From an optimization exercise on the open Yosys and OpenROAD flow, aimed at small area, a short achievable clock period and few clock cycles; shortcuts taken in it are not production practice.
Function was not checked in any run shown here: the RTL went through the layout flow alone.
Power is estimated from default activity; no workload was simulated.

### flow/config.mk
export PLATFORM = sky130hd
export DESIGN_NAME = job_distributor
export DESIGN_NICKNAME = job_distributor
export VERILOG_FILES = /design/flow/design.v
export SDC_FILE = /design/flow/constraint.sdc
export NUM_CORES = 4
export LEC_CHECK = 0
export CAP_MARGIN = 20
export CORE_AREA = 2 2 558 62
export DIE_AREA = 0 0 560 64
export PLACE_DENSITY = 0.7
export SLEW_MARGIN = 20
### flow/constraint.sdc
create_clock -name core_clock -period 5.0 [get_ports {clk}]
set_input_delay 1.0000 -clock core_clock [delete_from_list [all_inputs] [get_ports {clk}]]
set_output_delay 1.0000 -clock core_clock [all_outputs]
set_load 0.01 [all_outputs]
### flow/design.v
package dist_pkg;
    localparam int NUM_JOB_TYPES = 4;
    localparam int NUM_FTHREADS  = 4;
    localparam int JOB_TY_W      = 2;
    localparam int JOB_W      = 128;
    localparam int OPCODE_W   = 16;
    localparam int ADDR_W     = 58;
    localparam int OFFSET_W   = 32;
    localparam int CMD_W      = 8;
    localparam int PARAM_W    = 16;
    localparam int CMD_LINE_W = CMD_W + ADDR_W + ADDR_W + PARAM_W;
    localparam int LINE_RAW_W = CMD_W + PARAM_W + 2 * OFFSET_W;
    localparam int JOB_CMD_LSB    = 0;
    localparam int JOB_PARAM_LSB  = 8;
    localparam int JOB_RD_OFS_LSB = 32;
    localparam int JOB_WR_OFS_LSB = 64;
endpackage
import dist_pkg::*;
module dist_fsm (
    input  logic                                                      clk,
    input  logic                                                      rst_n,
    input  logic [dist_pkg::NUM_JOB_TYPES-1:0]                        job_queue_valid,
    input  logic [dist_pkg::NUM_JOB_TYPES-1:0][dist_pkg::NUM_FTHREADS-1:0] mapping,
    input  logic [dist_pkg::NUM_FTHREADS-1:0]                         idle_next,
    output logic [dist_pkg::NUM_JOB_TYPES-1:0]                        grant,
    output logic [dist_pkg::NUM_FTHREADS-1:0]                         job_set
);
    logic [NUM_JOB_TYPES-1:0]                   cand;
    logic [NUM_JOB_TYPES-1:0][NUM_FTHREADS-1:0] avail;
    logic [NUM_JOB_TYPES-1:0][NUM_FTHREADS-1:0] pick;
    logic [NUM_JOB_TYPES-1:0][NUM_JOB_TYPES-1:0] wins;
    always_comb begin
        for (int q = 0; q < NUM_JOB_TYPES; q++) begin
            avail[q] = mapping[q] & idle_next;
            cand[q]  = job_queue_valid[q] & (|avail[q]);
            pick[q]  = avail[q] & (~avail[q] + NUM_FTHREADS'(1));
        end
    end
    always_comb begin
        for (int q = 0; q < NUM_JOB_TYPES; q++) begin
            grant[q] = cand[q];
            for (int p = 0; p < NUM_JOB_TYPES; p++) begin
                if (p < q) begin
                    grant[q] = grant[q] & (~cand[p] | ~wins[p][q]);
                end else if (p > q) begin
                    grant[q] = grant[q] & (~cand[p] | wins[q][p]);
                end
            end
        end
        job_set = '0;
        for (int q = 0; q < NUM_JOB_TYPES; q++) begin
            job_set = job_set | (grant[q] ? pick[q] : '0);
        end
    end
    always_ff @(posedge clk) begin
        if (!rst_n) begin
            for (int i = 0; i < NUM_JOB_TYPES; i++) begin
                for (int j = 0; j < NUM_JOB_TYPES; j++) begin
                    wins[i][j] <= (i < j);
                end
            end
        end else begin
            for (int i = 0; i < NUM_JOB_TYPES; i++) begin
                for (int j = i + 1; j < NUM_JOB_TYPES; j++) begin
                    if (grant[i]) begin
                        wins[i][j] <= 1'b0;
                    end else if (grant[j]) begin
                        wins[i][j] <= 1'b1;
                    end
                end
            end
        end
    end
endmodule
import dist_pkg::*;
module opcode_matrix (
    input  logic                                                      clk,
    input  logic [dist_pkg::NUM_FTHREADS-1:0][dist_pkg::OPCODE_W-1:0]  fthread_config,
    input  logic                                                      fthread_config_valid,
    input  logic [dist_pkg::NUM_JOB_TYPES-1:0][dist_pkg::OPCODE_W-1:0] job_config,
    input  logic                                                      job_config_valid,
    output logic [dist_pkg::NUM_JOB_TYPES-1:0][dist_pkg::NUM_FTHREADS-1:0] mapping
);
    logic [NUM_FTHREADS-1:0][OPCODE_W-1:0]  fthread_opcode;
    logic [NUM_JOB_TYPES-1:0][OPCODE_W-1:0] job_opcode;
    always_ff @(posedge clk) begin
        if (fthread_config_valid) begin
            fthread_opcode <= fthread_config;
        end
        if (job_config_valid) begin
            job_opcode <= job_config;
        end
    end
    always_ff @(posedge clk) begin
        for (int t = 0; t < NUM_JOB_TYPES; t++) begin
            for (int f = 0; f < NUM_FTHREADS; f++) begin
                mapping[t][f] <= (job_opcode[t] == fthread_opcode[f]);
            end
        end
    end
endmodule
import dist_pkg::*;
module fthread_tracker (
    input  logic                          clk,
    input  logic                          rst_n,
    input  logic [dist_pkg::NUM_FTHREADS-1:0] job_set,
    input  logic [dist_pkg::NUM_FTHREADS-1:0] fthread_done,
    output logic [dist_pkg::NUM_FTHREADS-1:0] busy,
    output logic [dist_pkg::NUM_FTHREADS-1:0] idle_next
);
    always_ff @(posedge clk) begin
        if (!rst_n) begin
            busy <= '0;
        end else begin
            busy <= job_set | (busy & ~fthread_done);
        end
    end
    assign idle_next = ~busy | fthread_done;
endmodule
import dist_pkg::*;
module job_line_builder (
    input  logic                                                      clk,
    input  logic                                                      rst_n,
    input  logic [dist_pkg::ADDR_W-1:0]                               ws_base_addr,
    input  logic                                                      ws_base_addr_valid,
    input  logic [dist_pkg::NUM_JOB_TYPES-1:0][dist_pkg::JOB_W-1:0]   job_queue_data,
    input  logic [dist_pkg::NUM_JOB_TYPES-1:0]                        grant,
    input  logic [dist_pkg::NUM_FTHREADS-1:0]                         job_set,
    output logic [dist_pkg::NUM_FTHREADS-1:0][dist_pkg::CMD_LINE_W-1:0] fthread_job,
    output logic [dist_pkg::NUM_FTHREADS-1:0]                         fthread_job_valid
);
    logic [ADDR_W-1:0]     base_q;
    logic [LINE_RAW_W-1:0] sel_raw;
    logic [LINE_RAW_W-1:0] line_raw;
    logic [OFFSET_W-1:0]   rd_ofs;
    logic [OFFSET_W-1:0]   wr_ofs;
    logic [ADDR_W-1:0]     rd_addr;
    logic [ADDR_W-1:0]     wr_addr;
    logic [CMD_LINE_W-1:0] job_line;
    always_ff @(posedge clk) begin
        if (ws_base_addr_valid) begin
            base_q <= ws_base_addr;
        end
    end
    always_comb begin
        sel_raw = '0;
        for (int q = 0; q < NUM_JOB_TYPES; q++) begin
            sel_raw = sel_raw | ({LINE_RAW_W{grant[q]}} &
                                 {job_queue_data[q][JOB_WR_OFS_LSB +: OFFSET_W],
                                  job_queue_data[q][JOB_RD_OFS_LSB +: OFFSET_W],
                                  job_queue_data[q][JOB_CMD_LSB +: CMD_W + PARAM_W]});
        end
    end
    always_ff @(posedge clk) begin
        line_raw <= sel_raw;
    end
    always_ff @(posedge clk) begin
        if (!rst_n) begin
            fthread_job_valid <= '0;
        end else begin
            fthread_job_valid <= job_set;
        end
    end
    assign wr_ofs  = line_raw[CMD_W + PARAM_W + OFFSET_W +: OFFSET_W];
    assign rd_ofs  = line_raw[CMD_W + PARAM_W +: OFFSET_W];
    assign rd_addr = base_q + ADDR_W'(rd_ofs);
    assign wr_addr = base_q + ADDR_W'(wr_ofs);
    assign job_line = {line_raw[CMD_W-1:0], rd_addr, wr_addr,
                       line_raw[CMD_W +: PARAM_W]};
    always_comb begin
        for (int f = 0; f < NUM_FTHREADS; f++) begin
            fthread_job[f] = job_line;
        end
    end
endmodule
import dist_pkg::*;
module job_distributor (
    input  logic                                             clk,
    input  logic                                             rst_n,
    input  logic [dist_pkg::NUM_FTHREADS*dist_pkg::OPCODE_W-1:0]  fthread_config,
    input  logic                                             fthread_config_valid,
    input  logic [dist_pkg::NUM_JOB_TYPES*dist_pkg::OPCODE_W-1:0] job_config,
    input  logic                                             job_config_valid,
    input  logic [dist_pkg::NUM_JOB_TYPES-1:0]               job_queue_valid,
    input  logic [dist_pkg::NUM_JOB_TYPES*dist_pkg::JOB_W-1:0]    job_queue_data,
    output logic [dist_pkg::NUM_JOB_TYPES-1:0]               job_queue_ready,
    input  logic [dist_pkg::ADDR_W-1:0]                      ws_base_addr,
    input  logic                                             ws_base_addr_valid,
    output logic [dist_pkg::NUM_FTHREADS*dist_pkg::CMD_LINE_W-1:0] fthread_job,
    output logic [dist_pkg::NUM_FTHREADS-1:0]                fthread_job_valid,
    input  logic [dist_pkg::NUM_FTHREADS-1:0]                fthread_done
);
    logic [NUM_JOB_TYPES-1:0][NUM_FTHREADS-1:0] mapping;
    logic [NUM_FTHREADS-1:0]  busy;
    logic [NUM_FTHREADS-1:0]  idle_next;
    logic [NUM_JOB_TYPES-1:0] grant;
    logic [NUM_FTHREADS-1:0]  job_set;
    logic [LINE_RAW_W-1:0]    line_raw;
    opcode_matrix opcode_matrix_inst (
        .clk, .fthread_config, .fthread_config_valid,
        .job_config, .job_config_valid, .mapping
    );
    fthread_tracker fthread_tracker_inst (
        .clk, .rst_n, .job_set, .fthread_done, .busy, .idle_next
    );
    dist_fsm dist_fsm_inst (
        .clk, .rst_n, .job_queue_valid, .mapping, .idle_next,
        .grant, .job_set
    );
    assign job_queue_ready = grant;
    job_line_builder job_line_builder_inst (
        .clk, .rst_n, .ws_base_addr, .ws_base_addr_valid, .job_queue_data,
        .grant, .job_set, .fthread_job, .fthread_job_valid
    );
endmodule
### flow/run.sh
#!/bin/bash
# synth_recipe.tcl (not shown) runs the flow's synth.tcl, then flattens the netlist and writes it again
# the make line also repeats each setting of config.mk as NAME=value (left out here)
make -C /OpenROAD-flow-scripts/flow DESIGN_CONFIG=/design/flow/config.mk WORK_HOME=/design/flow/orfs CLKGATE_MAP_FILE= SYNTH_SCRIPT=/design/flow/synth_recipe.tcl finish
==> impl_metrics.env, run 1 <==
export IMPL_dp_hpwl_mm=96.9
export IMPL_cts_htree_levels=1
export IMPL_ys_types=62
export IMPL_cts_buffers_inserted=20
export IMPL_cts_resized=339
export IMPL_ys_flop_type="edfxtp_1"
export IMPL_synthCells=2220
export IMPL_gp_congestion=1.35
export IMPL_synthesis_nets=2997
export IMPL_dieWidth_um=560
export IMPL_synthArstFlopShare_pct=0
export IMPL_clockBufferDepth=3
export IMPL_start_util_pct=65.9
export IMPL_yosysWarningCount=4
export IMPL_status="did not finish"
export IMPL_failed_stage="4_1_cts"
export IMPL_core_rowCount=21
export IMPL_yosys_register_bits=304
export IMPL_ios=1279
export IMPL_post_cts_buffers=56
export IMPL_postSynthAreaPerCell_sq_um=9.42
export IMPL_port_buffers=1118
export IMPL_ctsHoldBuffers=0
export IMPL_yosysSeqAreaShare_pct=38.0
export IMPL_die_y_um=64
export IMPL_synth_edf_count=186
export IMPL_error_line="[ERROR DPL-0033] detailed placement checks failed during check placement."
export IMPL_clkSinkCount=304
export IMPL_cts_root_buf="clkbuf_16"
export IMPL_synth_area_sq_um=20900
export IMPL_dp_cells=3203
[cells in the mapped netlist (all sizes together) (3+ instances only)]
cell,count,share of area [%]
xnor2,319,13
nor4,17,0.51
o2111ai,3,0.13
and2,5,0.15
o221ai,3,0.13
o211ai,5,0.18
nand3,27,0.65
nor2b,16,0.48
a21o,34,1.2
o21bai,6,0.22
a21boi,3,0.11
a222oi,89,4.3
buf,500,17
a31oi,8,0.24
and3,15,0.45
clkbuf,138,2.5
o41a,3,0.17
ha,64,3.8
inv,23,0.41
o31ai,3,0.11
edfxtp,186,27
nand4,88,2.6
a221o,4,0.19
a22oi,6,0.22
nor3,14,0.38
nor2,56,1.0
xor2,47,2.0
a211oi,5,0.18
and4,4,0.17
o21a,4,0.14
o21ai,41,1.0
nand2b,15,0.45
a21oi,73,1.7
nor3b,5,0.20
dfxtp,118,11
nand2,247,4.4
[worst min-delay path by stage]
stage	from	end	slack (ns)	depth (start not counted)
3_5_place_dp	dist_fsm_inst.wins[7]$_SDFFE_PN1P_	dist_fsm_inst.wins[7]$_SDFFE_PN1P_	0.55	2
3_3_place_gp	opcode_matrix_inst.mapping[12]$_DFF_P_	job_line_builder_inst.fthread_job_valid[0]$_SDFF_PN0_	0.51	2
2_1_floorplan	opcode_matrix_inst.mapping[12]$_DFF_P_	job_line_builder_inst.fthread_job_valid[0]$_SDFF_PN0_	0.46	2
[power groups by stage]
| stage | Sequential (mW) | Combinational, mW | Clock, mW |
|---|---|---|---|
| floorplan | 2.89 | 1.10 | 0 |
| global placement | 3.09 | 1.81 | 0 |
| detailed placement | 3.10 | 1.90 | 0 |
[kinds of logic after synthesis]
group / after synthesis / share of synthesized area [%]
buffers and inverters: 661 / 19.9
and+or+nand+nor: 522 / 12.0
xor gates and xnor gates: 366 / 15.3
DFF: 304 / 38.0
AOI/OAI and AO/OA: 301 / 10.8
adders and majority gates: 66 / 4.02
[through the flow]
stage	instance area [sq um]	setup slack, ns	TNS, ns	hold slack, ns
2_1_floorplan	20900	0.905	0	0.463
3_3_place_gp	29000	-0.00136	-0.00260	0.510
3_5_place_dp	29000	-0.260	-8.09	0.553
==> inputs of run 2 (changes only) <==
==> flow/flow/run.sh (new file) <==
#!/bin/bash
# Standard ORFS layout; the only change is the cell buffer_ports uses on the
# ports (the smallest plain buffer instead of the default delay buffer).
set -euo pipefail
export BUFFER_PORTS_ARGS="-buffer_cell sky130_fd_sc_hd__buf_1"
bash standard.sh > standard_flow.log 2>&1
==> flow/standard.sh (new file) <==
#!/bin/bash
# synth_recipe.tcl (not shown) runs the flow's synth.tcl, then flattens the netlist and writes it again
# the make line also repeats each setting of config.mk as NAME=value (left out here)
make -C /OpenROAD-flow-scripts/flow DESIGN_CONFIG=/design/flow/config.mk WORK_HOME=/design/flow/orfs CLKGATE_MAP_FILE= SYNTH_SCRIPT=/design/flow/synth_recipe.tcl "${@:-finish}"
--- a/flow/config.mk
+++ b/flow/config.mk
@@ -6,7 +6,7 @@
 export NUM_CORES = 4
 export LEC_CHECK = 0
 export CAP_MARGIN = 20
-export CORE_AREA = 2 2 558 62
-export DIE_AREA = 0 0 560 64
-export PLACE_DENSITY = 0.7
+export CORE_AREA = 2 2 578 66
+export DIE_AREA = 0 0 580 68
+export PLACE_DENSITY = 0.75
 export SLEW_MARGIN = 20
removed: flow/run.sh
==> impl_metrics.env, run 2 <==
export IMPL_ys_types=62
export IMPL_ys_flop_type="edfxtp_1"
export IMPL_cts_buffers_inserted=20
export IMPL_synth_xor_area_share_pct=15.3
export IMPL_error_line="[ERROR GRT-0116] Global routing finished with congestion. Check the congestion regions in the DRC Viewer."
export IMPL_failed_stage="5_1_grt"
export IMPL_die_y_um=68
export IMPL_cts_root_buf="clkbuf_16"
export IMPL_track_usage_pct=57.3
export IMPL_netlist_top_cells_area="edfxtp_1, buf_4, xnor2_1"
export IMPL_synthSimpleGateAreaFrac_pct=12.0
export IMPL_grt_overflow=3
export IMPL_synth_top_family_by_area="buffers and inverters"
export IMPL_synth_common_cells="buf_4, xnor2_1, nand2_1"
export IMPL_cts_htree_levels=1
export IMPL_synthesis_nets=2997
export IMPL_yosysMostFrequentCell="buf_4"
export IMPL_yosys_register_bits=304
export IMPL_dp_hpwl_mm=93.6
export IMPL_grt_pass1_vias=17700
export IMPL_dp_cells=3230
export IMPL_post_place_ws_ns=0.239
export IMPL_dieWidth_um=580
export IMPL_synthCells=2220
export IMPL_yosysWarningCount=4
export IMPL_synthArstFlopShare_pct=0
export IMPL_synth_area_sq_um=20900
export IMPL_grt_max_degree=96
export IMPL_clkSinkCount=304
export IMPL_synth_area_mux_share_pct=0
export IMPL_status="did not finish"
export IMPL_port_buffers=1118
export IMPL_synth_compound_area_share_pct=10.8
export IMPL_core_rowCount=23
export IMPL_yosys_area_share_adder_pct=4.02
export IMPL_gp_congestion=1.27
export IMPL_synth_top_area_share_pct=26.7
export IMPL_yosysTopAreaCell="edfxtp_1"
export IMPL_start_util_pct=58.1
export IMPL_yosysSeqAreaShare_pct=38.0
export IMPL_synth_edf_count=186
export IMPL_postSynthAreaPerCell_sq_um=9.42
export IMPL_grt_pass1_wl_mm=149
export IMPL_clockBufferDepth=3
export IMPL_ios=1279
-- run 2: cell counts after synthesis --
Identical to the previous run, type by type.
-- run 2: worst max path at each step --
stage | from | endpoint | slack, ns | cells after the start
after floorplan | job_line_builder_inst.base_q[0]$_DFFE_PP_ | fthread_job[242] | 0.90 | 13
after global placement | job_line_builder_inst.base_q[0]$_DFFE_PP_ | fthread_job[522] | 0.27 | 13
after detailed placement | job_line_builder_inst.base_q[0]$_DFFE_PP_ | fthread_job[522] | 0.24 | 13
after CTS | job_line_builder_inst.base_q[0]$_DFFE_PP_ | fthread_job[522] | 0.02 | 13
-- run 2: layer usage --
metal	track usage, %	overflow
met1	70.3	2
met2	62.8	0
met3	52.8	1
met4	16.1	0
met5	41.1	0
-- run 2: repair_timing --
item                                    4_1_cts
buffers inserted                              4
pin swaps                                     5
hold buffers                                  0
resized for setup                            20
endpoints found under the setup margin      149
-- run 2: power groups by stage --
stage | logic [mW] | clock network (mW) | registers (mW)
after CTS | 1.23 | 1.81 | 3.02
after global placement | 1.20 | 0 | 3.08
after floorplan | 1.10 | 0 | 2.89
after detailed placement | 1.22 | 0 | 3.08
-- run 2: cells by family after synthesis --
| group | Yosys count |
|---|---|
| simple gates | 522 |
| fa+ha+maj | 66 |
| xor+xnor | 366 |
| flops | 304 |
| buf+inv | 661 |
| compound gates | 301 |
-- run 2: stage by stage --
| stage | hold slack, ns | power (mW) | instance area, sq um |
|---|---|---|---|
| 4_1_cts | 0.505 | 6.06 | 22700 |
| 2_1_floorplan | 0.463 | 3.98 | 20900 |
| 3_3_place_gp | 0.489 | 4.28 | 21900 |
| 3_5_place_dp | 0.492 | 4.29 | 21900 |
==> inputs of run 3 (changes only) <==
--- a/flow/config.mk
+++ b/flow/config.mk
@@ -5,8 +5,10 @@
 export SDC_FILE = /design/flow/constraint.sdc
 export NUM_CORES = 4
 export LEC_CHECK = 0
+export ABC_CLOCK_PERIOD_IN_PS = 3000
 export CAP_MARGIN = 20
 export CORE_AREA = 2 2 578 66
 export DIE_AREA = 0 0 580 68
 export PLACE_DENSITY = 0.75
+export SETUP_SLACK_MARGIN = 2.0
 export SLEW_MARGIN = 20
==> impl_metrics.env, run 3 <==
export IMPL_status="did not finish"
export IMPL_failed_stage="5_1_grt"
export IMPL_error_line="[ERROR GRT-0232] Routing congestion too high. Check the congestion heatmap in the GUI."
export IMPL_cts_buffers_inserted=21
export IMPL_synth_top_area_share_pct=26.7
export IMPL_yosysWarningCount=4
export IMPL_dp_cells=3228
export IMPL_start_util_pct=58.1
export IMPL_die_y_um=68
export IMPL_yosysTopAreaCell="edfxtp_1"
export IMPL_clockBufferDepth=3
export IMPL_synthesis_nets=2997
export IMPL_netlist_top_cells_area="edfxtp_1, buf_4, xnor2_1"
export IMPL_grt_max_degree=96
export IMPL_cts_root_buf="clkbuf_16"
export IMPL_track_usage_pct=64.8
export IMPL_synth_area_sq_um=20900
export IMPL_ys_types=62
export IMPL_ys_flop_type="edfxtp_1"
export IMPL_worstEpCategory="output port"
export IMPL_yosysSeqAreaShare_pct=38.0
export IMPL_postSynthAreaPerCell_sq_um=9.42
export IMPL_gp_congestion=1.24
export IMPL_synthArstFlopShare_pct=0
export IMPL_ctsHoldBuffers=0
export IMPL_antenna_found_initial=85
export IMPL_ios=1279
export IMPL_dp_hpwl_mm=92.3
export IMPL_grt_overflow=8
export IMPL_crit_endpoint="fthread_job[340]"
export IMPL_synth_edf_count=186
export IMPL_dieWidth_um=580
export IMPL_yosysMostFrequentCell="buf_4"
export IMPL_cts_htree_levels=1
export IMPL_clkSinkCount=304
export IMPL_placed_cell_area_sq_um=23000
export IMPL_yosys_register_bits=304
export IMPL_synthCells=2220
export IMPL_core_rowCount=23
export IMPL_synth_common_cells="buf_4, xnor2_1, nand2_1"
export IMPL_port_buffers=1118
[run 3: metal layers]
layer  global-route usage (%)  overflow
met1                     75.4         0
met2                     72.5         4
met3                     60.7         0
met4                     26.1         4
met5                     48.0         0
[run 3: kinds of logic after synthesis]
family          Yosys count  synth area share, %
buf+inv                 661                 19.9
simple gates            522                 12.0
xor+xnor                366                 15.3
flops                   304                 38.0
compound gates          301                 10.8
fa+ha+maj                66                 4.02
[run 3: how the worst max path moves through the flow]
stage | slack [ns] | end | depth (start not counted)
3_3_place_gp | 0.45 | fthread_job[250] | 11
3_5_place_dp | 0.42 | fthread_job[200] | 14
2_1_floorplan | 1.17 | fthread_job[194] | 14
4_1_cts | 0.26 | fthread_job[389] | 11
[run 3: power groups by stage]
stage	Sequential, mW	Clock, mW	Combinational [mW]
CTS	3.04	1.90	1.31
global placement	3.10	0	1.25
detailed placement	3.10	0	1.26
floorplan	2.90	0	1.15
[run 3: what timing repair did]
| item | in CTS |
|---|---|
| gates cloned | 1 |
| endpoints found under the setup margin | 504 |
| setup buffers | 27 |
| pin swaps | 31 |
| gates resized for setup | 129 |
[run 3: metrics by stage]
step                setup WS, ns  hold WS, ns  power [mW]
CTS                        0.260        0.538        6.26
floorplan                   1.17        0.473        4.05
detailed placement         0.423        0.523        4.36
global placement           0.447        0.516        4.35
==> inputs of run 4 (changes only) <==
--- a/flow/design.v
+++ b/flow/design.v
@@ -82,20 +82,25 @@
     output logic [dist_pkg::NUM_JOB_TYPES-1:0][dist_pkg::NUM_FTHREADS-1:0] mapping
 );
     logic [NUM_FTHREADS-1:0][OPCODE_W-1:0]  fthread_opcode;
-    logic [NUM_JOB_TYPES-1:0][OPCODE_W-1:0] job_opcode;
+    logic [NUM_JOB_TYPES-1:0][OPCODE_W-1:0] job_ring;
+    logic [JOB_TY_W-1:0]                    job_slot0;
     always_ff @(posedge clk) begin
         if (fthread_config_valid) begin
             fthread_opcode <= fthread_config;
         end
+    end
+    always_ff @(posedge clk) begin
         if (job_config_valid) begin
-            job_opcode <= job_config;
-        end
-    end
-    always_ff @(posedge clk) begin
-        for (int t = 0; t < NUM_JOB_TYPES; t++) begin
-            for (int f = 0; f < NUM_FTHREADS; f++) begin
-                mapping[t][f] <= (job_opcode[t] == fthread_opcode[f]);
-            end
+            job_ring  <= job_config;
+            job_slot0 <= '0;
+        end else begin
+            job_ring  <= {job_ring[0], job_ring[NUM_JOB_TYPES-1:1]};
+            job_slot0 <= job_slot0 + 1'b1;
+        end
+    end
+    always_ff @(posedge clk) begin
+        for (int f = 0; f < NUM_FTHREADS; f++) begin
+            mapping[job_slot0][f] <= (job_ring[0] == fthread_opcode[f]);
         end
     end
 endmodule
@@ -129,17 +134,21 @@
     output logic [dist_pkg::NUM_FTHREADS-1:0][dist_pkg::CMD_LINE_W-1:0] fthread_job,
     output logic [dist_pkg::NUM_FTHREADS-1:0]                         fthread_job_valid
 );
+    localparam int HI_W  = ADDR_W - OFFSET_W;
+    localparam int LINE_W = CMD_W + PARAM_W + 2 * (OFFSET_W + 1);
     logic [ADDR_W-1:0]     base_q;
+    logic [HI_W-1:0]       base_hi_inc;
     logic [LINE_RAW_W-1:0] sel_raw;
-    logic [LINE_RAW_W-1:0] line_raw;
-    logic [OFFSET_W-1:0]   rd_ofs;
-    logic [OFFSET_W-1:0]   wr_ofs;
+    logic [OFFSET_W:0]     rd_sum;
+    logic [OFFSET_W:0]     wr_sum;
+    logic [LINE_W-1:0]     line_q;
     logic [ADDR_W-1:0]     rd_addr;
     logic [ADDR_W-1:0]     wr_addr;
     logic [CMD_LINE_W-1:0] job_line;
     always_ff @(posedge clk) begin
         if (ws_base_addr_valid) begin
-            base_q <= ws_base_addr;
+            base_q      <= ws_base_addr;
+            base_hi_inc <= ws_base_addr[ADDR_W-1:OFFSET_W] + 1'b1;
         end
     end
     always_comb begin
@@ -151,8 +160,10 @@
                                   job_queue_data[q][JOB_CMD_LSB +: CMD_W + PARAM_W]});
         end
     end
-    always_ff @(posedge clk) begin
-        line_raw <= sel_raw;
+    assign rd_sum = {1'b0, base_q[OFFSET_W-1:0]} + {1'b0, sel_raw[CMD_W + PARAM_W +: OFFSET_W]};
+    assign wr_sum = {1'b0, base_q[OFFSET_W-1:0]} + {1'b0, sel_raw[CMD_W + PARAM_W + OFFSET_W +: OFFSET_W]};
+    always_ff @(posedge clk) begin
+        line_q <= {wr_sum, rd_sum, sel_raw[CMD_W + PARAM_W - 1:0]};
     end
     always_ff @(posedge clk) begin
         if (!rst_n) begin
@@ -161,12 +172,11 @@
             fthread_job_valid <= job_set;
         end
     end
-    assign wr_ofs  = line_raw[CMD_W + PARAM_W + OFFSET_W +: OFFSET_W];
-    assign rd_ofs  = line_raw[CMD_W + PARAM_W +: OFFSET_W];
-    assign rd_addr = base_q + ADDR_W'(rd_ofs);
-    assign wr_addr = base_q + ADDR_W'(wr_ofs);
-    assign job_line = {line_raw[CMD_W-1:0], rd_addr, wr_addr,
-                       line_raw[CMD_W +: PARAM_W]};
+    assign rd_addr = {line_q[CMD_W + PARAM_W + OFFSET_W] ? base_hi_inc : base_q[ADDR_W-1:OFFSET_W],
+                      line_q[CMD_W + PARAM_W +: OFFSET_W]};
+    assign wr_addr = {line_q[LINE_W-1] ? base_hi_inc : base_q[ADDR_W-1:OFFSET_W],
+                      line_q[CMD_W + PARAM_W + OFFSET_W + 1 +: OFFSET_W]};
+    assign job_line = {line_q[CMD_W-1:0], rd_addr, wr_addr, line_q[CMD_W +: PARAM_W]};
     always_comb begin
         for (int f = 0; f < NUM_FTHREADS; f++) begin
             fthread_job[f] = job_line;
@@ -195,7 +205,6 @@
     logic [NUM_FTHREADS-1:0]  idle_next;
     logic [NUM_JOB_TYPES-1:0] grant;
     logic [NUM_FTHREADS-1:0]  job_set;
-    logic [LINE_RAW_W-1:0]    line_raw;
     opcode_matrix opcode_matrix_inst (
         .clk, .fthread_config, .fthread_config_valid,
         .job_config, .job_config_valid, .mapping
--- a/flow/config.mk
+++ b/flow/config.mk
@@ -7,8 +7,8 @@
 export LEC_CHECK = 0
 export ABC_CLOCK_PERIOD_IN_PS = 3000
 export CAP_MARGIN = 20
-export CORE_AREA = 2 2 578 66
-export DIE_AREA = 0 0 580 68
-export PLACE_DENSITY = 0.75
+export CORE_AREA = 2 2 538 90
+export DIE_AREA = 0 0 540 92
+export PLACE_DENSITY = 0.6
 export SETUP_SLACK_MARGIN = 2.0
 export SLEW_MARGIN = 20
==> impl_metrics.env, run 4 <==
export IMPL_seq_power_share_pct=40.9
export IMPL_yosysSeqAreaShare_pct=40.5
export IMPL_finalCriticalPeriod_ns=4.61
export IMPL_p_comb_share_pct=33.2
export IMPL_clkLatencyLatePin_ns=0.62
export IMPL_holdPathEnd="opcode_matrix_inst.job_ring[21]$_DFF_P_"
export IMPL_leakagePower_nw=10.0
export IMPL_synth_area_sq_um=20200
export IMPL_port_buffers=1118
export IMPL_layout_cells_most_common_list="buf_1, nand2_1, buf_4"
export IMPL_dp_hpwl_mm=66.6
export IMPL_required_ns=5.54
export IMPL_internal_power_mw=5.44
export IMPL_core_rowCount=32
export IMPL_top_regs="job_line_builder_inst.line_q x90, opcode_matrix_inst.fthread_opcode x64, opcode_matrix_inst.job_ring x64"
export IMPL_hold_viol=0
export IMPL_peakVddDrop_uv=279
export IMPL_yosys_register_bits=334
export IMPL_min_path_type="flop to flop"
export IMPL_cts_tree="yes"
export IMPL_maxCapViolCount=0
export IMPL_ys_types=60
export IMPL_period_share_pct=92.2
export IMPL_synthesis_nets=2808
export IMPL_critical_path_max_stage_delay_ns=0.47
export IMPL_die_y_um=92
export IMPL_cts_root_buf="clkbuf_16"
export IMPL_avgViaCountPerCell=5.17
export IMPL_placed_cell_area_sq_um=22900
export IMPL_nets=3631
export IMPL_worst_ep_arrival_time_ns=5.15
export IMPL_dp_cells=3394
export IMPL_cp_common_cell="buf_6"
export IMPL_critPathSlowestCell="a222oi_1"
export IMPL_min_from="opcode_matrix_inst.job_ring[37]$_DFF_P_"
export IMPL_synthCells=2025
export IMPL_r2r_setup_slack_ns=0.52
export IMPL_die_area_sq_um=49700
export IMPL_grt_pass1_vias=15900
export IMPL_drc=0
export IMPL_status="finished clean"
export IMPL_gp_congestion=0.993
export IMPL_wl_per_cell_um=23.0
export IMPL_core_area_sq_um=46600
export IMPL_crit_chain="buf_6 > nand2b_4 > a22oi_2 > a31o_4 > a21oi_4 > o21ai_4 > a21oi_4 > buf_6 > buf_4 > a222oi_1 > nand2_1 > ha_1 > buf_4 > a31o_4 > o41a_4 > a2111oi_4 > buf_6 > nor2_4 > and4_4 > o41ai_4 > xnor2_1"
export IMPL_vias=18600
export IMPL_setup_viol=0
export IMPL_area_delta_synth_final_pct=27.6
export IMPL_switching_share_pct=36.6
export IMPL_synth_common_cells="buf_4, nand2_1, dfxtp_1"
export IMPL_yosysTopAreaCell="edfxtp_1"
export IMPL_clkSinkCount=334
export IMPL_synth_top_area_share_pct=22.0
export IMPL_power_density_nw_per_um2=333
export IMPL_synth_edf_count=148
export IMPL_track_usage_pct=31.2
export IMPL_layout_drive_gt1_share_pct=21.3
export IMPL_clk_pin_slew_ns=0.08
export IMPL_drt_pre_antenna_iters=9
export IMPL_drtAntennaViolNets=0
export IMPL_clockBufferDepth=3
export IMPL_final_common_cell="buf_1"
export IMPL_netlist_top_cells_area="edfxtp_1, buf_4, dfxtp_1"
export IMPL_fin_cells=3599
export IMPL_grt_overflow=0
export IMPL_whs_path_depth=1
export IMPL_p_sw_mw=3.14
export IMPL_yosysWarningCount=4
export IMPL_dr_first_iter_drc_count=2272
export IMPL_ys_flop_type="dfxtp_1"
export IMPL_synthArstFlopShare_pct=0
export IMPL_dieWidth_um=540
export IMPL_regMostFlops="job_line_builder_inst.line_q"
export IMPL_start_util_pct=43.3
export IMPL_startpoint_type="input port"
export IMPL_postSynthAreaPerCell_sq_um=9.97
export IMPL_worstMarginPinSlew_ns=0.777
export IMPL_cts_buffers_inserted=25
export IMPL_grt_max_degree=51
export IMPL_antenna_found_initial=28
export IMPL_wirelength_mm=82.8
export IMPL_cp_max_fo=5
export IMPL_r2r_start="opcode_matrix_inst.mapping[0]$_DFF_P_"
export IMPL_power_frac_clock_pct=25.9
export IMPL_crit_type="input port to flop"
export IMPL_rsz0062_at_grt="true"
export IMPL_reg2regPathDepth=20
export IMPL_grt_pass1_wl_mm=110
export IMPL_stdcell_area_sq_um=25800
export IMPL_fmax_mhz=217
export IMPL_max_slew_margin_pct=48.2
export IMPL_cts_htree_levels=1
export IMPL_timing_rr_end="job_line_builder_inst.line_q[53]$_DFF_P_"
export IMPL_skew_ns=0.0333
export IMPL_largest_reg_flops=90
export IMPL_endpoint_kind="flop"
export IMPL_ios=1279
export IMPL_slew_violations=0
export IMPL_yosysMostFrequentCell="buf_4"
run 4: changes by cell type after synthesis, moves of 21 or more:
cell      delta
xnor2_1    -250
mux2_2     +116
nand4_1     -71
clkbuf_1    -70
dfxtp_1     +68
buf_4       +64
edfxtp_1    -38
buf_1       -29
xor2_1      +24
nand2_1     -21
run 4: stage by stage:
stage	setup slack (ns)	utilization, %	total power [mW]	TNS [ns]	hold WS (ns)
after floorplan	0.301	-	5.87	0	0.434
after global placement	-0.427	49.0	6.08	-4.89	0.436
after detailed placement	-0.454	49.0	6.10	-5.69	0.442
after CTS	0.430	53.4	8.46	0	0.447
after global routing	0.349	54.8	8.94	0	0.458
final	0.388	55.3	8.58	0	0.445
run 4: worst max-delay path, delay by kind of cell:
| family | cells | cell delay (ns) |
|---|---|---|
| and+or+nand+nor | 4 | 0.61 |
| AOI/OAI and AO/OA | 10 | 2.32 |
| adders and majority gates | 1 | 0.33 |
| buffers and inverters | 5 | 0.73 |
| xor gates and xnor gates | 1 | 0.15 |
run 4: repair_timing:
action	4_1_cts	5_1_grt
resized for setup	178	87
cloned	1	1
hold buffers	0	0
setup buffers	48	22
endpoints found under the setup margin	70	68
pin swaps	99	96
run 4: area by class of cell:
| class | count | area (sq um) |
|---|---|---|
| clock inverters | 10 | 110 |
| flip-flops and latches | 334 | 8170 |
| diodes | 86 | 215 |
| well taps | 646 | 808 |
| clock buffers | 36 | 712 |
| repair buffers | 1385 | 6640 |
| inverters | 36 | 135 |
| fillers | 4310 | 20800 |
| multi-input cells | 1066 | 8970 |
run 4: power by group through the flow:
stage | clock network (mW) | logic, mW | registers (mW)
after floorplan | 0 | 2.45 | 3.42
after global placement | 0 | 2.55 | 3.54
after detailed placement | 0 | 2.55 | 3.55
after CTS | 2.24 | 2.72 | 3.49
after global routing | 2.36 | 3.04 | 3.54
final | 2.22 | 2.85 | 3.51
run 4: how the worst max path moves through the flow:
stage | startpoint | to | slack, ns | cells after the start
floorplan | fthread_done[2] | job_line_builder_inst.line_q[85]$_DFF_P_ | 0.30 | 21
global placement | fthread_done[3] | job_line_builder_inst.line_q[50]$_DFF_P_ | -0.43 | 24
detailed placement | fthread_done[1] | job_line_builder_inst.line_q[54]$_DFF_P_ | -0.45 | 25
CTS | fthread_done[0] | job_line_builder_inst.line_q[88]$_DFF_P_ | 0.43 | 24
global route | fthread_done[1] | job_line_builder_inst.line_q[87]$_DFF_P_ | 0.35 | 22
finish | fthread_done[0] | job_line_builder_inst.line_q[53]$_DFF_P_ | 0.39 | 21
run 4: routing by layer:
metal | wire [um] | track usage (%) | up-vias | share of wire (%)
met4 | 768 | 2.97 | 14 | 0.93
met3 | 12600 | 14.3 | 79 | 15
met2 | 33600 | 42.5 | 1031 | 41
met5 | 476 | 0 | - | 0.57
li1 | - | - | 8422 | -
met1 | 35400 | 45.5 | 9054 | 43
run 4: cells by family (layout without fill, tap and decap cells):
kind of cell	Yosys count	count (layout)	share of synthesized area, %
multiplexers	116	116	6.47
AND/OR/NAND/NOR	400	400	8.80
other	0	86	0
XOR/XNOR	140	140	6.08
buffers and inverters	625	1467	21.1
AO/OA/AOI/OAI	338	338	12.6
adder cells (fa/ha/maj)	72	72	4.54
flip-flops	334	334	40.5
==> inputs of run 5 (changes only) <==
--- a/flow/flow/run.sh
+++ b/flow/flow/run.sh
@@ -3,4 +3,5 @@
 # ports (the smallest plain buffer instead of the default delay buffer).
 set -euo pipefail
 export BUFFER_PORTS_ARGS="-buffer_cell sky130_fd_sc_hd__buf_1"
+export PLACE_PINS_ARGS="-min_distance 1 -min_distance_in_tracks"
 bash standard.sh > standard_flow.log 2>&1
--- a/flow/config.mk
+++ b/flow/config.mk
@@ -7,8 +7,8 @@
 export LEC_CHECK = 0
 export ABC_CLOCK_PERIOD_IN_PS = 3000
 export CAP_MARGIN = 20
-export CORE_AREA = 2 2 538 90
-export DIE_AREA = 0 0 540 92
+export CORE_AREA = 2 2 213 213
+export DIE_AREA = 0 0 215 215
 export PLACE_DENSITY = 0.6
 export SETUP_SLACK_MARGIN = 2.0
 export SLEW_MARGIN = 20
==> impl_metrics.env, run 5 <==
export IMPL_slew_violations=0
export IMPL_fin_ws_ns=0.430
export IMPL_post_place_ws_ns=-0.321
export IMPL_drtAntennaViolNets=0
export IMPL_regMostFlops="job_line_builder_inst.line_q"
export IMPL_gr_usage_met2_pct=48.9
export IMPL_dr_first_iter_drc_count=1712
export IMPL_core_area_sq_um=44100
export IMPL_worstMarginPinSlew_ns=1.00
export IMPL_drc=0
export IMPL_cts_buffers_inserted=37
export IMPL_nets=3611
export IMPL_crit_type="input port to flop"
export IMPL_yosys_register_bits=334
export IMPL_clkLatencyLatePin_ns=0.57
export IMPL_synth_top_area_share_pct=22.0
export IMPL_yosysWarningCount=4
export IMPL_largest_reg_flops=90
export IMPL_dp_hpwl_mm=53.8
export IMPL_fmax_mhz=219
export IMPL_die_y_um=215
export IMPL_synth_edf_count=148
export IMPL_top_regs="job_line_builder_inst.line_q x90, opcode_matrix_inst.fthread_opcode x64, opcode_matrix_inst.job_ring x64"
export IMPL_die_area_sq_um=46200
export IMPL_netlist_top_cells_area="edfxtp_1, buf_4, dfxtp_1"
export IMPL_ctsHoldBuffers=0
export IMPL_ys_types=60
export IMPL_endpoint_kind="flop"
export IMPL_wirelength_mm=70.2
export IMPL_fillCellCount=3909
export IMPL_grt_max_degree=65
export IMPL_synthesis_nets=2808
export IMPL_dieWidth_um=215
export IMPL_drt_pre_antenna_iters=12
export IMPL_leakagePower_nw=10.1
export IMPL_status="finished clean"
export IMPL_max_slew_margin_pct=33.1
export IMPL_port_buffers=1118
export IMPL_layout_cells_most_common_list="buf_1, nand2_1, dfxtp_1"
export IMPL_wl_per_cell_um=20.2
export IMPL_min_path_type="flop to flop"
export IMPL_hold_viol=0
export IMPL_synthCells=2025
export IMPL_worst_ep_arrival_time_ns=5.00
export IMPL_placed_cell_area_sq_um=22300
export IMPL_core_rowCount=77
export IMPL_setup_viol=0
export IMPL_seq_area_sq_um=8170
export IMPL_clkSinkCount=334
export IMPL_yosysSeqAreaShare_pct=40.5
export IMPL_avgViaCountPerCell=5.25
export IMPL_synth_common_cells="buf_4, nand2_1, dfxtp_1"
export IMPL_peakVddDrop_uv=277
export IMPL_cts_tree="yes"
export IMPL_vias=18200
export IMPL_finalCriticalPeriod_ns=4.57
export IMPL_period_share_pct=91.4
export IMPL_yosysMostFrequentCell="buf_4"
export IMPL_multi_input_area_sq_um=8780
export IMPL_start_util_pct=45.7
export IMPL_synthArstFlopShare_pct=0
export IMPL_track_usage_pct=27.9
export IMPL_cts_root_buf="clkbuf_16"
export IMPL_dp_cells=3272
export IMPL_layout_drive_gt1_share_pct=20.4
export IMPL_clk_pin_slew_ns=0.06
export IMPL_ios=1279
export IMPL_stdcell_area_sq_um=25700
export IMPL_grt_overflow=0
export IMPL_skew_ns=0.0157
export IMPL_clockBufferDepth=3
export IMPL_setup_tns_ns=0
export IMPL_ys_flop_type="dfxtp_1"
export IMPL_gr_usage_met3_pct=6.40
export IMPL_met1_usage_pct=31.1
export IMPL_grt_pass1_wl_mm=99.2
export IMPL_startpoint_type="input port"
export IMPL_gp_congestion=0.972
export IMPL_postSynthAreaPerCell_sq_um=9.97
export IMPL_busiest_layer="met2"
export IMPL_cp_max_fo=6
export IMPL_antenna_found_initial=22
export IMPL_required_ns=5.43
export IMPL_grt_pass1_vias=17400
export IMPL_power_density_nw_per_um2=355
export IMPL_area_delta_synth_final_pct=27.3
export IMPL_final_common_cell="buf_1"
export IMPL_total_power_mw=9.11
export IMPL_synth_area_sq_um=20200
export IMPL_maxCapViolCount=0
export IMPL_yosysTopAreaCell="edfxtp_1"
export IMPL_cts_htree_levels=2
export IMPL_rsz0062_at_grt="true"
export IMPL_fin_cells=3467
-- run 5: cell counts after synthesis --
No cell type changed its count.
-- run 5: layout make-up --
type,instances,share of cell area [%]
Antenna cell,18,0.175
Clock buffer,48,4.04
Clock inverter,20,0.911
Inverter,36,0.526
Multi-Input combinational cell,1066,34.2
Sequential cell,334,31.8
Tap cell,592,2.88
Timing Repair Buffer,1353,25.5
-- run 5: report_power, final --
group	leakage (nW)	internal [mW]	switching (mW)
registers	3.00	3.19	0.348
clock network	0.624	1.65	1.18
logic	6.51	1.15	1.61
total	10.1	5.98	3.13
-- run 5: worst paths after layout --
check	start	endpoint	slack [ns]	cells past startpoint
worst max-delay path	fthread_done[0]	job_line_builder_inst.line_q[43]$_DFF_P_	0.43	21
worst min-delay path	opcode_matrix_inst.job_ring[16]$_DFF_P_	opcode_matrix_inst.job_ring[0]$_DFF_P_	0.45	1
worst max register to register	fthread_tracker_inst.busy[1]$_SDFF_PN0_	job_line_builder_inst.line_q[43]$_DFF_P_	0.57	20
worst min register to register	opcode_matrix_inst.job_ring[16]$_DFF_P_	opcode_matrix_inst.job_ring[0]$_DFF_P_	0.45	1
-- run 5: layer usage --
| layer | up-vias | wire length [um] |
|---|---|---|
| met5 | - | 58 |
| met1 | 8461 | 25800 |
| met2 | 1149 | 34200 |
| met3 | 283 | 5920 |
| li1 | 8307 | - |
| met4 | 10 | 4200 |
-- run 5: stage by stage --
stage                     utilization (%)  hold WS [ns]
after floorplan                         -         0.434
after global placement               50.5         0.435
after detailed placement             50.5         0.441
after CTS                            56.0         0.457
after global routing                 58.2         0.468
final                                58.2         0.452
-- run 5: cells by family after synthesis --
| kind of cell | count (synthesis) | share of synthesized area (%) |
|---|---|---|
| buf+inv | 625 | 21.1 |
| simple gates | 400 | 8.80 |
| compound gates | 338 | 12.6 |
| flops | 334 | 40.5 |
| xor+xnor | 140 | 6.08 |
| mux | 116 | 6.47 |
| fa+ha+maj | 72 | 4.54 |
-- run 5: critical path: stages --
cell	delay, ns
buf_6	0.07
nand2b_4	0.14
a22oi_2	0.09
a31o_2	0.30
o22ai_2	0.19
a211oi_4	0.05
buf_6	0.17
buf_12	0.13
a222oi_1	0.30
nand2_2	0.18
ha_4	0.28
a211oi_2	0.24
nor2_2	0.08
a31o_1	0.26
o41a_4	0.40
buf_4	0.15
buf_6	0.10
buf_6	0.12
a211o_4	0.37
a211oi_4	0.30
nor2_4	0.07
-- run 5: repair_timing --
item | 4_1_cts | 5_1_grt
gates cloned | 3 | 3
buffers inserted | 66 | 37
resized for setup | 115 | 129
pin swaps | 79 | 80
setup endpoints to repair | 68 | 69
==> inputs of run 6 (changes only) <==
--- a/flow/design.v
+++ b/flow/design.v
@@ -139,6 +139,8 @@
     logic [ADDR_W-1:0]     base_q;
     logic [HI_W-1:0]       base_hi_inc;
     logic [LINE_RAW_W-1:0] sel_raw;
+    logic [LINE_RAW_W-1:0] raw_q;
+    logic [NUM_FTHREADS-1:0] set_q;
     logic [OFFSET_W:0]     rd_sum;
     logic [OFFSET_W:0]     wr_sum;
     logic [LINE_W-1:0]     line_q;
@@ -160,16 +162,19 @@
                                   job_queue_data[q][JOB_CMD_LSB +: CMD_W + PARAM_W]});
         end
     end
-    assign rd_sum = {1'b0, base_q[OFFSET_W-1:0]} + {1'b0, sel_raw[CMD_W + PARAM_W +: OFFSET_W]};
-    assign wr_sum = {1'b0, base_q[OFFSET_W-1:0]} + {1'b0, sel_raw[CMD_W + PARAM_W + OFFSET_W +: OFFSET_W]};
-    always_ff @(posedge clk) begin
-        line_q <= {wr_sum, rd_sum, sel_raw[CMD_W + PARAM_W - 1:0]};
+    assign rd_sum = {1'b0, base_q[OFFSET_W-1:0]} + {1'b0, raw_q[CMD_W + PARAM_W +: OFFSET_W]};
+    assign wr_sum = {1'b0, base_q[OFFSET_W-1:0]} + {1'b0, raw_q[CMD_W + PARAM_W + OFFSET_W +: OFFSET_W]};
+    always_ff @(posedge clk) begin
+        raw_q  <= sel_raw;
+        line_q <= {wr_sum, rd_sum, raw_q[CMD_W + PARAM_W - 1:0]};
     end
     always_ff @(posedge clk) begin
         if (!rst_n) begin
+            set_q             <= '0;
             fthread_job_valid <= '0;
         end else begin
-            fthread_job_valid <= job_set;
+            set_q             <= job_set;
+            fthread_job_valid <= set_q;
         end
     end
     assign rd_addr = {line_q[CMD_W + PARAM_W + OFFSET_W] ? base_hi_inc : base_q[ADDR_W-1:OFFSET_W],
--- a/flow/config.mk
+++ b/flow/config.mk
@@ -5,7 +5,6 @@
 export SDC_FILE = /design/flow/constraint.sdc
 export NUM_CORES = 4
 export LEC_CHECK = 0
-export ABC_CLOCK_PERIOD_IN_PS = 3000
 export CAP_MARGIN = 20
 export CORE_AREA = 2 2 213 213
 export DIE_AREA = 0 0 215 215
==> impl_metrics.env, run 6 <==
export IMPL_synth_area_sq_um=22700
export IMPL_ys_flop_type="dfxtp_1"
export IMPL_worst_ep_arrival_time_ns=2.39
export IMPL_ys_types=66
export IMPL_ctsHoldBuffers=0
export IMPL_leakagePower_nw=9.67
export IMPL_layout_drive_gt1_share_pct=9.05
export IMPL_maxCapViolCount=0
export IMPL_antenna_found_initial=39
export IMPL_fmax_mhz=295
export IMPL_wl_per_cell_um=20.3
export IMPL_stdcell_area_sq_um=25300
export IMPL_endpoint_kind="primary output"
export IMPL_power_density_nw_per_um2=406
export IMPL_status="finished clean"
export IMPL_postSynthAreaPerCell_sq_um=10.3
export IMPL_layout_cells_most_common_list="buf_1, dfxtp_1, nand2_1"
export IMPL_peakVddDrop_uv=386
export IMPL_grt_max_degree=96
export IMPL_yosys_register_bits=426
export IMPL_placed_cell_area_sq_um=23400
export IMPL_drt_pre_antenna_iters=12
export IMPL_nets=3574
export IMPL_reg2regPathDepth=9
export IMPL_skew_ns=0.0183
export IMPL_timing_rr_end="job_line_builder_inst.set_q[1]$_SDFF_PN0_"
export IMPL_clkLatencyLatePin_ns=0.58
export IMPL_cp_endpoint="job_queue_ready[2]"
export IMPL_finalCriticalPeriod_ns=3.39
export IMPL_largest_reg_flops=90
export IMPL_port_buffers=1118
export IMPL_final_common_cell="buf_1"
export IMPL_yosysTopAreaCell="dfxtp_1"
export IMPL_period_share_pct=67.8
export IMPL_r2r_start="fthread_tracker_inst.busy[2]$_SDFF_PN0_"
export IMPL_startpoint_type="input port"
export IMPL_startpoint="fthread_done[1]"
export IMPL_dieWidth_um=215
export IMPL_crit_type="input port to primary output"
export IMPL_core_rowCount=77
export IMPL_synth_top_area_share_pct=24.6
export IMPL_yosysSeqAreaShare_pct=44.2
export IMPL_area_delta_synth_final_pct=11.8
export IMPL_synthArstFlopShare_pct=0
export IMPL_worstMarginPinSlew_ns=1.15
export IMPL_netlist_top_cells_area="dfxtp_1, edfxtp_1, buf_4"
export IMPL_wirelength_mm=70.0
export IMPL_synth_common_cells="buf_4, dfxtp_1, nand2_1"
export IMPL_slew_violations=0
export IMPL_core_area_sq_um=44100
export IMPL_cts_buffers_inserted=46
export IMPL_rsz0062_at_grt="true"
export IMPL_synth_edf_count=148
export IMPL_synthesis_nets=2984
export IMPL_cts_tree="yes"
export IMPL_yosysMostFrequentCell="buf_4"
export IMPL_grt_overflow=0
export IMPL_dp_hpwl_mm=54.2
export IMPL_gp_congestion=0.988
export IMPL_yosysWarningCount=4
export IMPL_start_util_pct=51.3
export IMPL_cts_root_buf="clkbuf_16"
export IMPL_max_slew_margin_pct=23.2
export IMPL_clk_pin_slew_ns=0.06
export IMPL_ios=1279
export IMPL_die_area_sq_um=46200
export IMPL_setup_viol=0
export IMPL_track_usage_pct=28.2
export IMPL_dr_first_iter_drc_count=2066
export IMPL_vias=18700
export IMPL_synthCells=2202
export IMPL_min_path_type="flop to flop"
export IMPL_cts_htree_levels=2
export IMPL_regMostFlops="job_line_builder_inst.line_q"
export IMPL_clkSinkCount=426
export IMPL_final_util_pct=57.4
export IMPL_drc=0
export IMPL_die_y_um=215
export IMPL_r2r_setup_slack_ns=2.04
export IMPL_required_ns=4.00
export IMPL_cp_max_fo=6
export IMPL_hold_viol=0
export IMPL_top_regs="job_line_builder_inst.line_q x90, job_line_builder_inst.raw_q x88"
export IMPL_setup_tns_ns=0
export IMPL_drtAntennaViolNets=0
export IMPL_avgViaCountPerCell=5.41
export IMPL_grt_pass1_vias=17300
export IMPL_clockBufferDepth=3
export IMPL_grt_pass1_wl_mm=100
## run 6: changes by cell type after synthesis, moves of 14 or more
cell      previous run  this run
a21o_1              38        24
clkbuf_1            68        50
nand2_1            226       243
dfxtp_1            186       278
nand4_1             17        34
buf_2                1        23
## run 6: where the power goes
part	switching (mW)	internal, mW
clock network	1.46	2.00
logic	1.56	0.918
registers	0.347	4.00
total	3.37	6.92
## run 6: repair_timing
| action | in CTS | in global routing |
|---|---|---|
| endpoints found under the setup margin | 183 | 112 |
| hold endpoints to repair | 0 | 0 |
| gates resized for setup | 24 | 8 |
| buffers inserted | 8 | 3 |
| pin swaps | 8 | 7 |
## run 6: cell type report
type	count	area (sq um)
Antenna cell	32	80.1
Timing Repair Buffer	1140	4410
Clock buffer	64	1410
Multi-Input combinational cell	1130	8310
Inverter	48	180
Tap cell	592	741
Fill cell	4009	18800
Sequential cell	426	10000
Clock inverter	22	179
## run 6: per-stage QoR
step	worst slack (ns)	power, mW	std cells	hold WS, ns
after floorplan	1.45	6.80	2202	0.310
after global placement	0.844	6.81	3324	0.310
after detailed placement	0.781	6.84	3324	0.312
after CTS	1.58	10.3	3418	0.326
after global routing	1.53	10.7	3449	0.331
final	1.61	10.3	3454	0.326
## run 6: cell families (layout without fill, tap and decap cells)
kind of cell             after synthesis  in the layout  synth area share, %
buffers and inverters                646           1274                 19.6
AND/OR/NAND/NOR                      466            466                 9.76
flip-flops                           426            426                 44.2
AO/OA/AOI/OAI                        338            338                 11.3
XOR/XNOR                             138            138                 5.34
multiplexers                         117            117                 5.81
adder cells (fa/ha/maj)               71             71                 3.99
other                                  0             32                    0
## run 6: worst max-delay path: stages
cell and delay [ns]:
buf_1 0.07, nand2b_4 0.16, a222oi_1 0.31, buf_4 0.20
a21oi_1 0.11, nor4b_4 0.33, buf_4 0.20
## run 6: worst min path at each step
stage	depth (start not counted)	slack, ns	endpoint	startpoint
2_1_floorplan	0	0.31	job_line_builder_inst.line_q[0]$_DFF_P_	job_line_builder_inst.raw_q[0]$_DFF_P_
3_3_place_gp	0	0.31	job_line_builder_inst.line_q[7]$_DFF_P_	job_line_builder_inst.raw_q[7]$_DFF_P_
3_5_place_dp	0	0.31	job_line_builder_inst.line_q[0]$_DFF_P_	job_line_builder_inst.raw_q[0]$_DFF_P_
4_1_cts	0	0.33	job_line_builder_inst.line_q[0]$_DFF_P_	job_line_builder_inst.raw_q[0]$_DFF_P_
5_1_grt	0	0.33	job_line_builder_inst.line_q[0]$_DFF_P_	job_line_builder_inst.raw_q[0]$_DFF_P_
6_report	0	0.33	job_line_builder_inst.line_q[17]$_DFF_P_	job_line_builder_inst.raw_q[17]$_DFF_P_
## run 6: per-layer routing
layer	global-route usage (%)	vias to the layer above	wire length [um]
met4	17.1	16	4240
li1	-	8546	-
met1	34.3	8621	27100
met2	44.4	1231	31600
met3	7.94	288	6920
met5	0	-	110
==> inputs of run 7 (changes only) <==
--- a/flow/config.mk
+++ b/flow/config.mk
@@ -9,5 +9,4 @@
 export CORE_AREA = 2 2 213 213
 export DIE_AREA = 0 0 215 215
 export PLACE_DENSITY = 0.6
-export SETUP_SLACK_MARGIN = 2.0
 export SLEW_MARGIN = 20
==> impl_metrics.env, run 7 <==
export IMPL_clkLatencyLatePin_ns=0.58
export IMPL_drc=0
export IMPL_layout_drive_gt1_share_pct=7.95
export IMPL_crit_type="input port to primary output"
export IMPL_cts_tree="yes"
export IMPL_layout_cells_most_common_list="buf_1, dfxtp_1, nand2_1"
export IMPL_seq_area_sq_um=10000
export IMPL_die_y_um=215
export IMPL_maxCapViolCount=0
export IMPL_endpoint_kind="primary output"
export IMPL_synth_edf_count=148
export IMPL_period_share_pct=83.4
export IMPL_grt_max_degree=95
export IMPL_netlist_top_cells_area="dfxtp_1, edfxtp_1, buf_4"
export IMPL_yosysWarningCount=4
export IMPL_grt_pass1_wl_mm=99.9
export IMPL_yosys_register_bits=426
export IMPL_required_ns=4.00
export IMPL_port_buffers=1118
export IMPL_postSynthAreaPerCell_sq_um=10.3
export IMPL_r2r_setup_slack_ns=1.58
export IMPL_synth_top_area_share_pct=24.6
export IMPL_fin_ws_ns=0.829
export IMPL_dr_first_iter_drc_count=2058
export IMPL_synthArstFlopShare_pct=0
export IMPL_peakVddDrop_uv=264
export IMPL_avgViaCountPerCell=5.46
export IMPL_skew_ns=0.0149
export IMPL_cp_max_fo=14
export IMPL_core_area_sq_um=44100
export IMPL_cts_root_buf="clkbuf_16"
export IMPL_cts_buffers_inserted=46
export IMPL_hold_viol=0
export IMPL_max_slew_margin_pct=33.8
export IMPL_worst_ep_arrival_time_ns=3.17
export IMPL_drtAntennaViolNets=0
export IMPL_r2r_start="fthread_tracker_inst.busy[0]$_SDFF_PN0_"
export IMPL_post_cts_buffers=0
export IMPL_core_rowCount=77
export IMPL_slew_violations=0
export IMPL_clockBufferDepth=3
export IMPL_synth_area_sq_um=22700
export IMPL_final_common_cell="buf_1"
export IMPL_hold_ws_ns=0.324
export IMPL_power_density_nw_per_um2=412
export IMPL_ctsHoldBuffers=0
export IMPL_post_place_ws_ns=0.789
export IMPL_wirelength_mm=69.2
export IMPL_synthesis_nets=2984
export IMPL_vias=18700
export IMPL_setup_viol=0
export IMPL_multi_input_area_sq_um=8210
export IMPL_drt_pre_antenna_iters=15
export IMPL_leakagePower_nw=9.60
export IMPL_finalCriticalPeriod_ns=4.17
export IMPL_setup_tns_ns=0
export IMPL_fin_cells=3432
export IMPL_ios=1279
export IMPL_startpoint="fthread_done[0]"
export IMPL_area_delta_synth_final_pct=11.0
export IMPL_nets=3564
export IMPL_worstMarginPinSlew_ns=0.992
export IMPL_fmax_mhz=240
export IMPL_synthCells=2202
export IMPL_yosysTopAreaCell="dfxtp_1"
export IMPL_min_path_type="flop to flop"
export IMPL_dieWidth_um=215
export IMPL_yosysMostFrequentCell="buf_4"
export IMPL_top_regs="job_line_builder_inst.line_q x90, job_line_builder_inst.raw_q x88"
export IMPL_startpoint_type="input port"
export IMPL_clk_pin_slew_ns=0.06
export IMPL_die_area_sq_um=46200
export IMPL_wl_per_cell_um=20.2
export IMPL_grt_pass1_vias=17300
export IMPL_clkSinkCount=426
export IMPL_fillCellCount=3964
export IMPL_start_util_pct=51.3
export IMPL_ys_flop_type="dfxtp_1"
export IMPL_track_usage_pct=28.0
export IMPL_rsz0062_at_grt="false"
export IMPL_reg2regPathDepth=8
export IMPL_cp_endpoint="job_queue_ready[1]"
export IMPL_grt_overflow=0
export IMPL_regMostFlops="job_line_builder_inst.line_q"
export IMPL_ys_types=66
export IMPL_yosysSeqAreaShare_pct=44.2
export IMPL_antenna_found_initial=26
export IMPL_timing_rr_end="fthread_tracker_inst.busy[3]$_SDFF_PN0_"
export IMPL_cts_resized=0
export IMPL_dp_cells=3326
export IMPL_synth_common_cells="buf_4, dfxtp_1, nand2_1"
export IMPL_largest_reg_flops=90
export IMPL_status="finished clean"
export IMPL_gp_congestion=0.964
export IMPL_cts_htree_levels=2
export IMPL_dp_hpwl_mm=54.3
export IMPL_total_power_mw=10.4
run 7: cell types whose count changed in the layout (fill, tap and decap cells not counted), sizes merged:
| cell | delta |
|---|---|
| buf | -9 |
| bufinv | +3 |
| clkbuf | -2 |
| clkinv | +2 |
| clkinvlp | -1 |
| diode | -11 |
| inv | -4 |
run 7: routing by layer:
layer / share of wire (%) / up-vias / global-route usage, %
met5: 0.092 / - / 0
met4: 5.9 / 10 / 15.4
met3: 9.9 / 280 / 8.18
met2: 46 / 1214 / 45.0
met1: 38 / 8728 / 33.7
li1: - / 8500 / -
run 7: critical path, cell delays in order:
cell,delay [ns]
buf_1,0.07
nand2b_1,0.33
a222oi_1,0.65
a21boi_1,0.27
a2111oi_4,0.63
buf_1,0.22
run 7: cell families (layout without fill, tap and decap cells):
| group | count (synthesis) | count (layout) | synth area share, % |
|---|---|---|---|
| buffers and inverters | 646 | 1263 | 19.6 |
| AND/OR/NAND/NOR | 466 | 466 | 9.76 |
| flip-flops | 426 | 426 | 44.2 |
| AO/OA/AOI/OAI | 338 | 338 | 11.3 |
| XOR/XNOR | 138 | 138 | 5.34 |
| multiplexers | 117 | 117 | 5.81 |
| adder cells (fa/ha/maj) | 71 | 71 | 3.99 |
| other | 0 | 21 | 0 |
run 7: how the worst min path moves through the flow:
stage	to	cells after the start	from
finish	job_line_builder_inst.line_q[7]$_DFF_P_	0	job_line_builder_inst.raw_q[7]$_DFF_P_
global route	job_line_builder_inst.line_q[7]$_DFF_P_	0	job_line_builder_inst.raw_q[7]$_DFF_P_
CTS	job_line_builder_inst.line_q[21]$_DFF_P_	0	job_line_builder_inst.raw_q[21]$_DFF_P_
detailed placement	job_line_builder_inst.line_q[14]$_DFF_P_	0	job_line_builder_inst.raw_q[14]$_DFF_P_
global placement	job_line_builder_inst.line_q[17]$_DFF_P_	0	job_line_builder_inst.raw_q[17]$_DFF_P_
floorplan	job_line_builder_inst.line_q[0]$_DFF_P_	0	job_line_builder_inst.raw_q[0]$_DFF_P_
run 7: layout make-up:
cell class	instances	share of cell area, %
Antenna cell	21	0.209
Clock buffer	63	5.58
Clock inverter	22	0.956
Inverter	48	0.717
Multi-Input combinational cell	1130	32.7
Sequential cell	426	39.8
Tap cell	592	2.95
Timing Repair Buffer	1130	17.1
run 7: through the flow:
stage	util [%]	area, sq um
5_1_grt	57.0	25100
2_1_floorplan	-	22700
4_1_cts	56.9	25100
6_report	57.0	25100
3_5_place_dp	53.1	23400
3_3_place_gp	53.1	23400
run 7: power breakdown:
group / total [mW] / switching (mW) / internal, mW
clock network: 3.57 / 1.43 / 2.14
registers: 4.35 / 0.345 / 4.00
logic: 2.44 / 1.54 / 0.902
total: 10.4 / 3.31 / 7.04

==> static timing again, ports no longer ideal <==
Ports are ideal in the flow. The routed layouts listed here were re-timed in OpenROAD. Step 1 assumes that a clkbuf_16 drives the clock port and a buf_2 every other input. Step 2 moves the port delays by t, midway between the first and last clock arrival at a register: inputs arrive t later, outputs are due t later. That takes back most of the time a late clock gives input paths. Three values: no drivers, after step 1, after step 2; two values: the first two.
| run | shift t [ns] | setup slack, ns | hold WS [ns] | worst data-port slew with drivers (ns) |
|---|---|---|---|---|
| run 4 | 0.677 | 0.388 / 0.416 / -0.261 | 0.445 / 0.445 / 0.445 | 0.63 |
| run 5 | 0.611 | 0.430 / 0.419 / -0.192 | 0.452 / 0.452 / 0.452 | 0.12 |
| run 6 | 0.634 | 1.610 / 1.564 / 1.191 | 0.326 / 0.326 / 0.326 | 0.13 |
| run 7 | 0.635 | 0.829 / 0.784 / 0.694 | 0.324 / 0.324 / 0.324 | 0.13 |
With both steps, setup timing fails in run 4 and run 5, where it was met with ideal ports. The setup slack of run 4, which loses most, moves by +0.028 ns with the drivers and by -0.649 ns with both steps.
